What follows belongs to an exercise in optimizing a design on an open flow for a short achievable clock period; a production flow would make more cautious choices. Only simulation tests tie the RTL to the original design; equivalence was not proved. The flow treats the clock pin as an ideal source, which a real chip does not have. Power and IR drop assume default switching activity.

==> sierra <==
Design register_file_scoreboard, start of the top module:
module register_file_scoreboard (
   input  logic        Clk,
   input  logic        Reset,
   input  logic [9:0]  Read_Register,
   output logic [63:0] Read_Data,
   output logic [1:0]  Read_Busy,
   input  logic [4:0]  Write_Register,
   input  logic [31:0] Write_Data,
   input  logic        Sig_Reg_Write,
   input  logic [4:0]  Issue_Register,
   input  logic        Sig_Issue,
   output logic        Issue_Ready,
   input  logic        Flush,
   output logic [5:0]  Busy_Count
);
==> module rf_predec, before the edit <==
module rf_predec (
   input  logic [4:0] a,
   output logic [3:0] lo_n,
   output logic [3:0] mid_n,
   output logic [1:0] top_n
);
   logic [3:0] an;
   for (genvar n = 0; n < 4; n++) begin : g_inv
      rf_inv u_inv (.a(a[n]), .y(an[n]));
   end
   for (genvar j = 0; j < 4; j++) begin : g_lo
      rf_nand2 u_lo (.a(j[0] ? a[0] : an[0]), .b(j[1] ? a[1] : an[1]), .y(lo_n[j]));
      rf_nand2 u_mid (.a(j[0] ? a[2] : an[2]), .b(j[1] ? a[3] : an[3]), .y(mid_n[j]));
   end
   assign top_n[0] = a[4];
   rf_inv u_top (.a(a[4]), .y(top_n[1]));
endmodule
==> module rf_rsel, before the edit <==
module rf_rsel (
   input  logic [3:0]  lo_n,
   input  logic [3:0]  mid_n,
   input  logic [1:0]  top_n,
   output logic [31:1] sel
);
   for (genvar i = 1; i < 32; i++) begin : g_sel
      rf_nor3 u_s (.a(lo_n[i % 4]), .b(mid_n[(i / 4) % 4]), .c(top_n[i / 16]), .y(sel[i]));
   end
endmodule
==> module register_file_scoreboard, before the edit <==
module register_file_scoreboard (
   input  logic        Clk,
   input  logic        Reset,
   input  logic [9:0]  Read_Register,
   output logic [63:0] Read_Data,
   output logic [1:0]  Read_Busy,
   input  logic [4:0]  Write_Register,
   input  logic [31:0] Write_Data,
   input  logic        Sig_Reg_Write,
   input  logic [4:0]  Issue_Register,
   input  logic        Sig_Issue,
   output logic        Issue_Ready,
   input  logic        Flush,
   output logic [5:0]  Busy_Count
);
   logic [31:1][31:0] regs_q;
   logic [31:1]       busy;
   logic [3:0]        wlo_n, ilo_n, wmid_n, imid_n;
   logic [1:0]        wtop_n, itop_n;
   logic [31:1]       wsel, wen, isel;
   logic [4:0]        wr_n;
   logic              wrn;
   assign wrn = !(Sig_Reg_Write && (Write_Register != 5'd0));
   rf_predec u_wpre (.a(Write_Register), .lo_n(wlo_n), .mid_n(wmid_n), .top_n(wtop_n));
   for (genvar n = 0; n < 5; n++) begin : g_wr_n
      rf_inv u_inv (.a(Write_Register[n]), .y(wr_n[n]));
   end
   rf_rsel   u_wsel (.lo_n(wlo_n), .mid_n(wmid_n), .top_n(wtop_n), .sel(wsel));
   assign wen = wsel & {31{Sig_Reg_Write}};
   always_ff @(posedge Clk or posedge Reset) begin
      if (Reset) begin
         regs_q <= '0;
      end else begin
         for (int i = 1; i < 32; i++)
            if (wen[i]) regs_q[i] <= Write_Data;
      end
   end
   for (genvar p = 0; p < 2; p++) begin : g_read
      logic [3:0]  rlo_n [0:3];
      logic [3:0]  rmid_n [0:3];
      logic [1:0]  rtop_n [0:3];
      logic [4:0]  rd_n;
      logic [31:1] sel [0:3];
      logic [3:0]  f1, f2, fwd_n;
      for (genvar n = 0; n < 5; n++) begin : g_rd_n
         rf_inv u_inv (.a(Read_Register[p*5 + n]), .y(rd_n[n]));
      end
      for (genvar c = 0; c < 4; c++) begin : g_copy
         rf_predec u_rpre (.a(Read_Register[p*5 +: 5]), .lo_n(rlo_n[c]), .mid_n(rmid_n[c]),
                           .top_n(rtop_n[c]));
         rf_rsel   u_rsel (.lo_n(rlo_n[c]), .mid_n(rmid_n[c]), .top_n(rtop_n[c]), .sel(sel[c]));
         rf_fwd  u_fwd (.r(Read_Register[p*5 +: 5]), .rn(rd_n), .w(Write_Register),
                        .wn(wr_n), .wrn(wrn), .f1(f1[c]), .f2(f2[c]), .fwd_n(fwd_n[c]));
      end
      for (genvar b = 0; b < 32; b++) begin : g_bit
         logic [31:1] col;
         logic        fn;
         for (genvar i = 1; i < 32; i++) begin : g_col
            assign col[i] = regs_q[i][b];
         end
         rf_nand3 u_fn (.a(f1[b / 8]), .b(f2[b / 8]), .c(Write_Data[b]), .y(fn));
         rf_rbit  u_bit (.s(sel[b / 8]), .d(col), .fwdn(fwd_n[b / 8]), .fn(fn),
                         .y(Read_Data[p*32 + b]));
      end
      rf_or31 u_busy (.s(sel[0]), .d(busy), .en(fwd_n[0]), .y(Read_Busy[p]));
   end
   rf_predec u_ipre (.a(Issue_Register), .lo_n(ilo_n), .mid_n(imid_n), .top_n(itop_n));
   rf_rsel   u_isel (.lo_n(ilo_n), .mid_n(imid_n), .top_n(itop_n), .sel(isel));
   reg_scoreboard u_scoreboard (
      .clk         (Clk),
      .rst         (Reset),
      .issue_sel   (isel),
      .sig_issue   (Sig_Issue),
      .flush       (Flush),
      .write_dec   (wen),
      .busy        (busy),
      .issue_ready (Issue_Ready),
      .busy_count  (Busy_Count)
   );
endmodule
Settings: LEC_CHECK=0, CAP_MARGIN=20, CORE_AREA=10 10 390 390, DIE_AREA=0 0 400 400, GPL_TIMING_DRIVEN=0, SETUP_SLACK_MARGIN=3.0, SLEW_MARGIN=20, SYNTH_HIERARCHICAL=1; clock period 6.7 ns.
standard.sh (not shown) runs the stock make flow with config.mk's settings and CLKGATE_MAP_FILE= SYNTH_SCRIPT=/design/flow/synth_recipe.tcl, a recipe that flattens the netlist after the stock synthesis.
==> flow/flow/run.sh <==
#!/bin/bash
# Layout flow: the standard flow, with the standard synthesis unchanged.
# After synthesis:
# - every floorplan, placement, clock tree and routing step first marks the delay cells
#   and the low-power clock inverters don't-use (flow/dont_use.tcl); the
#   resizer otherwise sizes buffers and inverters on the critical path to them,
# - the port buffers are plain buffers (buffer_ports picks a delay cell),
# - timing repair after clock tree synthesis is given more passes.
set -euo pipefail
HERE=$(pwd)
bash standard.sh synth > synth.log 2>&1
DU="$HERE/flow/dont_use.tcl"
export PRE_FLOORPLAN_TCL="$DU" PRE_GLOBAL_PLACE_TCL="$DU" PRE_RESIZE_TCL="$DU" PRE_DETAIL_PLACE_TCL="$DU"
export PRE_REPAIR_TIMING_POST_PLACE_TCL="$DU" PRE_CTS_TCL="$DU" PRE_GLOBAL_ROUTE_TCL="$DU"
export PRE_DETAIL_ROUTE_TCL="$DU"
export BUFFER_PORTS_ARGS="-buffer_cell sky130_fd_sc_hd__buf_4"
export POST_CTS_TCL="$HERE/flow/post_cts.tcl"
bash standard.sh > layout.log 2>&1
==> flow/flow/dont_use.tcl <==
# Keep the delay cells and the slow low-power clock inverters out of the
# resizer's choices: it otherwise sizes port buffers and inverters on the
# critical path to them
set_dont_use {
  sky130_fd_sc_hd__dlygate4sd1_1 sky130_fd_sc_hd__dlygate4sd2_1 sky130_fd_sc_hd__dlygate4sd3_1
  sky130_fd_sc_hd__clkdlybuf4s15_1 sky130_fd_sc_hd__clkdlybuf4s15_2
  sky130_fd_sc_hd__clkdlybuf4s18_1 sky130_fd_sc_hd__clkdlybuf4s18_2
  sky130_fd_sc_hd__clkdlybuf4s25_1 sky130_fd_sc_hd__clkdlybuf4s25_2
  sky130_fd_sc_hd__clkdlybuf4s50_1 sky130_fd_sc_hd__clkdlybuf4s50_2
  sky130_fd_sc_hd__dlymetal6s2s_1 sky130_fd_sc_hd__dlymetal6s4s_1 sky130_fd_sc_hd__dlymetal6s6s_1
  sky130_fd_sc_hd__clkinvlp_2 sky130_fd_sc_hd__clkinvlp_4
}
==> flow/flow/post_cts.tcl <==
# More setup repair after clock tree synthesis, then legalise again
repair_timing -setup -setup_margin $::env(SETUP_SLACK_MARGIN) -repair_tns 100 \
  -match_cell_footprint -max_passes 1000 -verbose
detailed_placement
check_placement -verbose
==> yarrow: changes against sierra <==
--- a/flow/design.v
+++ b/flow/design.v
@@ -90,7 +90,6 @@
    output logic [3:0] lo_n,
-   output logic [3:0] mid_n,
-   output logic [1:0] top_n
-);
-   logic [3:0] an;
-   for (genvar n = 0; n < 4; n++) begin : g_inv
+   output logic [7:0] hi_n
+);
+   logic [4:0] an;
+   for (genvar n = 0; n < 5; n++) begin : g_inv
       rf_inv u_inv (.a(a[n]), .y(an[n]));
@@ -99,6 +98,7 @@
       rf_nand2 u_lo (.a(j[0] ? a[0] : an[0]), .b(j[1] ? a[1] : an[1]), .y(lo_n[j]));
-      rf_nand2 u_mid (.a(j[0] ? a[2] : an[2]), .b(j[1] ? a[3] : an[3]), .y(mid_n[j]));
-   end
-   assign top_n[0] = a[4];
-   rf_inv u_top (.a(a[4]), .y(top_n[1]));
+   end
+   for (genvar k = 0; k < 8; k++) begin : g_hi
+      rf_nand3 u_hi (.a(k[0] ? a[2] : an[2]), .b(k[1] ? a[3] : an[3]),
+                     .c(k[2] ? a[4] : an[4]), .y(hi_n[k]));
+   end
 endmodule
@@ -106,4 +106,3 @@
    input  logic [3:0]  lo_n,
-   input  logic [3:0]  mid_n,
-   input  logic [1:0]  top_n,
+   input  logic [7:0]  hi_n,
    output logic [31:1] sel
@@ -111,3 +110,3 @@
    for (genvar i = 1; i < 32; i++) begin : g_sel
-      rf_nor3 u_s (.a(lo_n[i % 4]), .b(mid_n[(i / 4) % 4]), .c(top_n[i / 16]), .y(sel[i]));
+      rf_nor2 u_s (.a(lo_n[i % 4]), .b(hi_n[i / 4]), .y(sel[i]));
    end
@@ -197,4 +196,4 @@
    logic [31:1]       busy;
-   logic [3:0]        wlo_n, ilo_n, wmid_n, imid_n;
-   logic [1:0]        wtop_n, itop_n;
+   logic [3:0]        wlo_n, ilo_n;
+   logic [7:0]        whi_n, ihi_n;
    logic [31:1]       wsel, wen, isel;
@@ -203,3 +202,3 @@
    assign wrn = !(Sig_Reg_Write && (Write_Register != 5'd0));
-   rf_predec u_wpre (.a(Write_Register), .lo_n(wlo_n), .mid_n(wmid_n), .top_n(wtop_n));
+   rf_predec u_wpre (.a(Write_Register), .lo_n(wlo_n), .hi_n(whi_n));
    for (genvar n = 0; n < 5; n++) begin : g_wr_n
@@ -207,3 +206,3 @@
    end
-   rf_rsel   u_wsel (.lo_n(wlo_n), .mid_n(wmid_n), .top_n(wtop_n), .sel(wsel));
+   rf_rsel   u_wsel (.lo_n(wlo_n), .hi_n(whi_n), .sel(wsel));
    assign wen = wsel & {31{Sig_Reg_Write}};
@@ -218,5 +217,4 @@
    for (genvar p = 0; p < 2; p++) begin : g_read
-      logic [3:0]  rlo_n [0:3];
-      logic [3:0]  rmid_n [0:3];
-      logic [1:0]  rtop_n [0:3];
+      logic [3:0]  rlo_n;
+      logic [7:0]  rhi_n;
       logic [4:0]  rd_n;
@@ -224,2 +222,3 @@
       logic [3:0]  f1, f2, fwd_n;
+      rf_predec u_rpre (.a(Read_Register[p*5 +: 5]), .lo_n(rlo_n), .hi_n(rhi_n));
       for (genvar n = 0; n < 5; n++) begin : g_rd_n
@@ -228,5 +227,3 @@
       for (genvar c = 0; c < 4; c++) begin : g_copy
-         rf_predec u_rpre (.a(Read_Register[p*5 +: 5]), .lo_n(rlo_n[c]), .mid_n(rmid_n[c]),
-                           .top_n(rtop_n[c]));
-         rf_rsel   u_rsel (.lo_n(rlo_n[c]), .mid_n(rmid_n[c]), .top_n(rtop_n[c]), .sel(sel[c]));
+         rf_rsel u_rsel (.lo_n(rlo_n), .hi_n(rhi_n), .sel(sel[c]));
          rf_fwd  u_fwd (.r(Read_Register[p*5 +: 5]), .rn(rd_n), .w(Write_Register),
@@ -246,4 +243,4 @@
    end
-   rf_predec u_ipre (.a(Issue_Register), .lo_n(ilo_n), .mid_n(imid_n), .top_n(itop_n));
-   rf_rsel   u_isel (.lo_n(ilo_n), .mid_n(imid_n), .top_n(itop_n), .sel(isel));
+   rf_predec u_ipre (.a(Issue_Register), .lo_n(ilo_n), .hi_n(ihi_n));
+   rf_rsel   u_isel (.lo_n(ilo_n), .hi_n(ihi_n), .sel(isel));
    reg_scoreboard u_scoreboard (
==> flow/flow/run.sh (replaced) <==
#!/bin/bash
# Layout flow: the standard flow, with the standard synthesis unchanged.
# After synthesis, the delay cells are kept out of the layout and the slow low-power clock inverters (the resizer
# otherwise uses them as port buffers on the critical path), the port
# buffers are plain buffers, and timing
# repair after clock tree synthesis is given more passes.
set -euo pipefail
HERE=$(pwd)
bash standard.sh synth > synth.log 2>&1
DLY="sky130_fd_sc_hd__dlygate4sd1_1 sky130_fd_sc_hd__dlygate4sd2_1 sky130_fd_sc_hd__dlygate4sd3_1"
DLY="$DLY sky130_fd_sc_hd__clkdlybuf4s15_1 sky130_fd_sc_hd__clkdlybuf4s15_2"
DLY="$DLY sky130_fd_sc_hd__clkdlybuf4s18_1 sky130_fd_sc_hd__clkdlybuf4s18_2"
DLY="$DLY sky130_fd_sc_hd__clkdlybuf4s25_1 sky130_fd_sc_hd__clkdlybuf4s25_2"
DLY="$DLY sky130_fd_sc_hd__clkdlybuf4s50_1 sky130_fd_sc_hd__clkdlybuf4s50_2"
DLY="$DLY sky130_fd_sc_hd__dlymetal6s2s_1 sky130_fd_sc_hd__dlymetal6s4s_1 sky130_fd_sc_hd__dlymetal6s6s_1"
DLY="$DLY sky130_fd_sc_hd__clkinvlp_2 sky130_fd_sc_hd__clkinvlp_4"
export DONT_USE_CELLS="$DLY"
# buffer_ports picks a delay cell by itself; name the port buffer instead
export BUFFER_PORTS_ARGS="-buffer_cell sky130_fd_sc_hd__buf_4"
export POST_CTS_TCL="$HERE/flow/post_cts.tcl"
bash standard.sh > layout.log 2>&1
removed: flow/flow/dont_use.tcl
==> nickel: changes against sierra <==
--- a/flow/design.v
+++ b/flow/design.v
@@ -90,7 +90,6 @@
    output logic [3:0] lo_n,
-   output logic [3:0] mid_n,
-   output logic [1:0] top_n
-);
-   logic [3:0] an;
-   for (genvar n = 0; n < 4; n++) begin : g_inv
+   output logic [7:0] hi_n
+);
+   logic [4:0] an;
+   for (genvar n = 0; n < 5; n++) begin : g_inv
       rf_inv u_inv (.a(a[n]), .y(an[n]));
@@ -99,6 +98,7 @@
       rf_nand2 u_lo (.a(j[0] ? a[0] : an[0]), .b(j[1] ? a[1] : an[1]), .y(lo_n[j]));
-      rf_nand2 u_mid (.a(j[0] ? a[2] : an[2]), .b(j[1] ? a[3] : an[3]), .y(mid_n[j]));
-   end
-   assign top_n[0] = a[4];
-   rf_inv u_top (.a(a[4]), .y(top_n[1]));
+   end
+   for (genvar k = 0; k < 8; k++) begin : g_hi
+      rf_nand3 u_hi (.a(k[0] ? a[2] : an[2]), .b(k[1] ? a[3] : an[3]),
+                     .c(k[2] ? a[4] : an[4]), .y(hi_n[k]));
+   end
 endmodule
@@ -106,4 +106,3 @@
    input  logic [3:0]  lo_n,
-   input  logic [3:0]  mid_n,
-   input  logic [1:0]  top_n,
+   input  logic [7:0]  hi_n,
    output logic [31:1] sel
@@ -111,3 +110,3 @@
    for (genvar i = 1; i < 32; i++) begin : g_sel
-      rf_nor3 u_s (.a(lo_n[i % 4]), .b(mid_n[(i / 4) % 4]), .c(top_n[i / 16]), .y(sel[i]));
+      rf_nor2 u_s (.a(lo_n[i % 4]), .b(hi_n[i / 4]), .y(sel[i]));
    end
@@ -197,4 +196,4 @@
    logic [31:1]       busy;
-   logic [3:0]        wlo_n, ilo_n, wmid_n, imid_n;
-   logic [1:0]        wtop_n, itop_n;
+   logic [3:0]        wlo_n, ilo_n;
+   logic [7:0]        whi_n, ihi_n;
    logic [31:1]       wsel, wen, isel;
@@ -203,3 +202,3 @@
    assign wrn = !(Sig_Reg_Write && (Write_Register != 5'd0));
-   rf_predec u_wpre (.a(Write_Register), .lo_n(wlo_n), .mid_n(wmid_n), .top_n(wtop_n));
+   rf_predec u_wpre (.a(Write_Register), .lo_n(wlo_n), .hi_n(whi_n));
    for (genvar n = 0; n < 5; n++) begin : g_wr_n
@@ -207,3 +206,3 @@
    end
-   rf_rsel   u_wsel (.lo_n(wlo_n), .mid_n(wmid_n), .top_n(wtop_n), .sel(wsel));
+   rf_rsel   u_wsel (.lo_n(wlo_n), .hi_n(whi_n), .sel(wsel));
    assign wen = wsel & {31{Sig_Reg_Write}};
@@ -219,4 +218,3 @@
       logic [3:0]  rlo_n [0:3];
-      logic [3:0]  rmid_n [0:3];
-      logic [1:0]  rtop_n [0:3];
+      logic [7:0]  rhi_n [0:3];
       logic [4:0]  rd_n;
@@ -228,5 +226,4 @@
       for (genvar c = 0; c < 4; c++) begin : g_copy
-         rf_predec u_rpre (.a(Read_Register[p*5 +: 5]), .lo_n(rlo_n[c]), .mid_n(rmid_n[c]),
-                           .top_n(rtop_n[c]));
-         rf_rsel   u_rsel (.lo_n(rlo_n[c]), .mid_n(rmid_n[c]), .top_n(rtop_n[c]), .sel(sel[c]));
+         rf_predec u_rpre (.a(Read_Register[p*5 +: 5]), .lo_n(rlo_n[c]), .hi_n(rhi_n[c]));
+         rf_rsel   u_rsel (.lo_n(rlo_n[c]), .hi_n(rhi_n[c]), .sel(sel[c]));
          rf_fwd  u_fwd (.r(Read_Register[p*5 +: 5]), .rn(rd_n), .w(Write_Register),
@@ -246,4 +243,4 @@
    end
-   rf_predec u_ipre (.a(Issue_Register), .lo_n(ilo_n), .mid_n(imid_n), .top_n(itop_n));
-   rf_rsel   u_isel (.lo_n(ilo_n), .mid_n(imid_n), .top_n(itop_n), .sel(isel));
+   rf_predec u_ipre (.a(Issue_Register), .lo_n(ilo_n), .hi_n(ihi_n));
+   rf_rsel   u_isel (.lo_n(ilo_n), .hi_n(ihi_n), .sel(isel));
    reg_scoreboard u_scoreboard (
--- a/flow/flow/run.sh
+++ b/flow/flow/run.sh
@@ -3,3 +3,3 @@
 # After synthesis:
-# - every floorplan, placement, clock tree and routing step first marks the delay cells
+# - every placement, clock tree and routing step first marks the delay cells
 #   and the low-power clock inverters don't-use (flow/dont_use.tcl); the
@@ -12,3 +12,3 @@
 DU="$HERE/flow/dont_use.tcl"
-export PRE_FLOORPLAN_TCL="$DU" PRE_GLOBAL_PLACE_TCL="$DU" PRE_RESIZE_TCL="$DU" PRE_DETAIL_PLACE_TCL="$DU"
+export PRE_GLOBAL_PLACE_TCL="$DU" PRE_RESIZE_TCL="$DU" PRE_DETAIL_PLACE_TCL="$DU"
 export PRE_REPAIR_TIMING_POST_PLACE_TCL="$DU" PRE_CTS_TCL="$DU" PRE_GLOBAL_ROUTE_TCL="$DU"
==> flow_results.org <==
** Layout
- Diodes inserted :: 0
- Ratio of cells with drive above 1 in the final layout :: 62.8%

** Synthesis
- Fraction of the mapped netlist area in adder cells :: 0.117%
- During synthesis, Yosys emitted a total of 14 warnings.

** Critical path
- Counting both buffers and inverters, the worst setup path holds a total of 4.

** STA
- Final worst path period share :: 67.1%

** Pwr
- Share of power burned in the clock network :: 36.6%

** Run status
- The run finished with no timing, DRC or antenna violations.
That was nickel.
==> flow_results.org <==
** Run status
- Outcome :: finished clean

** STA
- In the finished design, the share of the clock period the worst path needs comes to 68.8%.

** Critical path
- Critical path buffers and inverters :: 6

** Synthesis
- Total number of yosys warnings :: 10
- The synthesized netlist devotes 0.118% of its cell area to adder and majority cells.

** Layout
- Cells with a size suffix above 1 make up 62.9% of the layout.
- The number of antenna diodes in the final layout is 0.

** Pwr
- In this run, the clock network consumes 35.2% of the power.
That was yarrow.
==> flow_results.org <==
** Synthesis
- Total number of yosys warnings :: 16
- Fraction of the mapped netlist area in adder cells :: 0.114%

** Layout
- The post-route netlist has 62.9% of its cells at a drive strength greater than 1.
- The number of antenna diodes in the final layout is 1.

** Run status
- Outcome :: finished clean

** Critical path
- Together, buffers and inverters on the worst path number 6.

** Pwr
- The share of total power dissipated in the clock network is 34.9%.
That was sierra.

-- re-timing with driven ports --
No port has a modelled driver above. Below, the same layouts with a new extraction and two added sets of constraints.
Step 1 assumes that a clkbuf_16 drives the clock port and a buf_2 every other input.
Step 2 adds t to the input delays and takes it off the output delays; t is the mean of the earliest and latest rising clock arrival at the registers after step 1. Input paths then give back, and output paths get back, about the clock's delay inside the block.
Three values: no drivers, after step 1, after step 2; two values: the first two.
run | t, ns | slack for setup (ns) | worst setup path at the end | worst register clock-pin slew, ns | pins driven straight from the clock port
sierra | 0.820 | 2.059 / 1.822 / 1.822 | input to output | 0.07 / 0.07 | 1
yarrow | 0.832 | 2.094 / 1.984 / 1.818 | input to register | 0.07 / 0.07 | 1
nickel | 0.830 | 2.207 / 1.949 / 1.897 | input to register | 0.07 / 0.07 | 1
After both steps setup and hold are still met in every run listed. The setup slack of nickel, which loses most, moves by -0.258 ns with the drivers and by -0.310 ns with both steps.
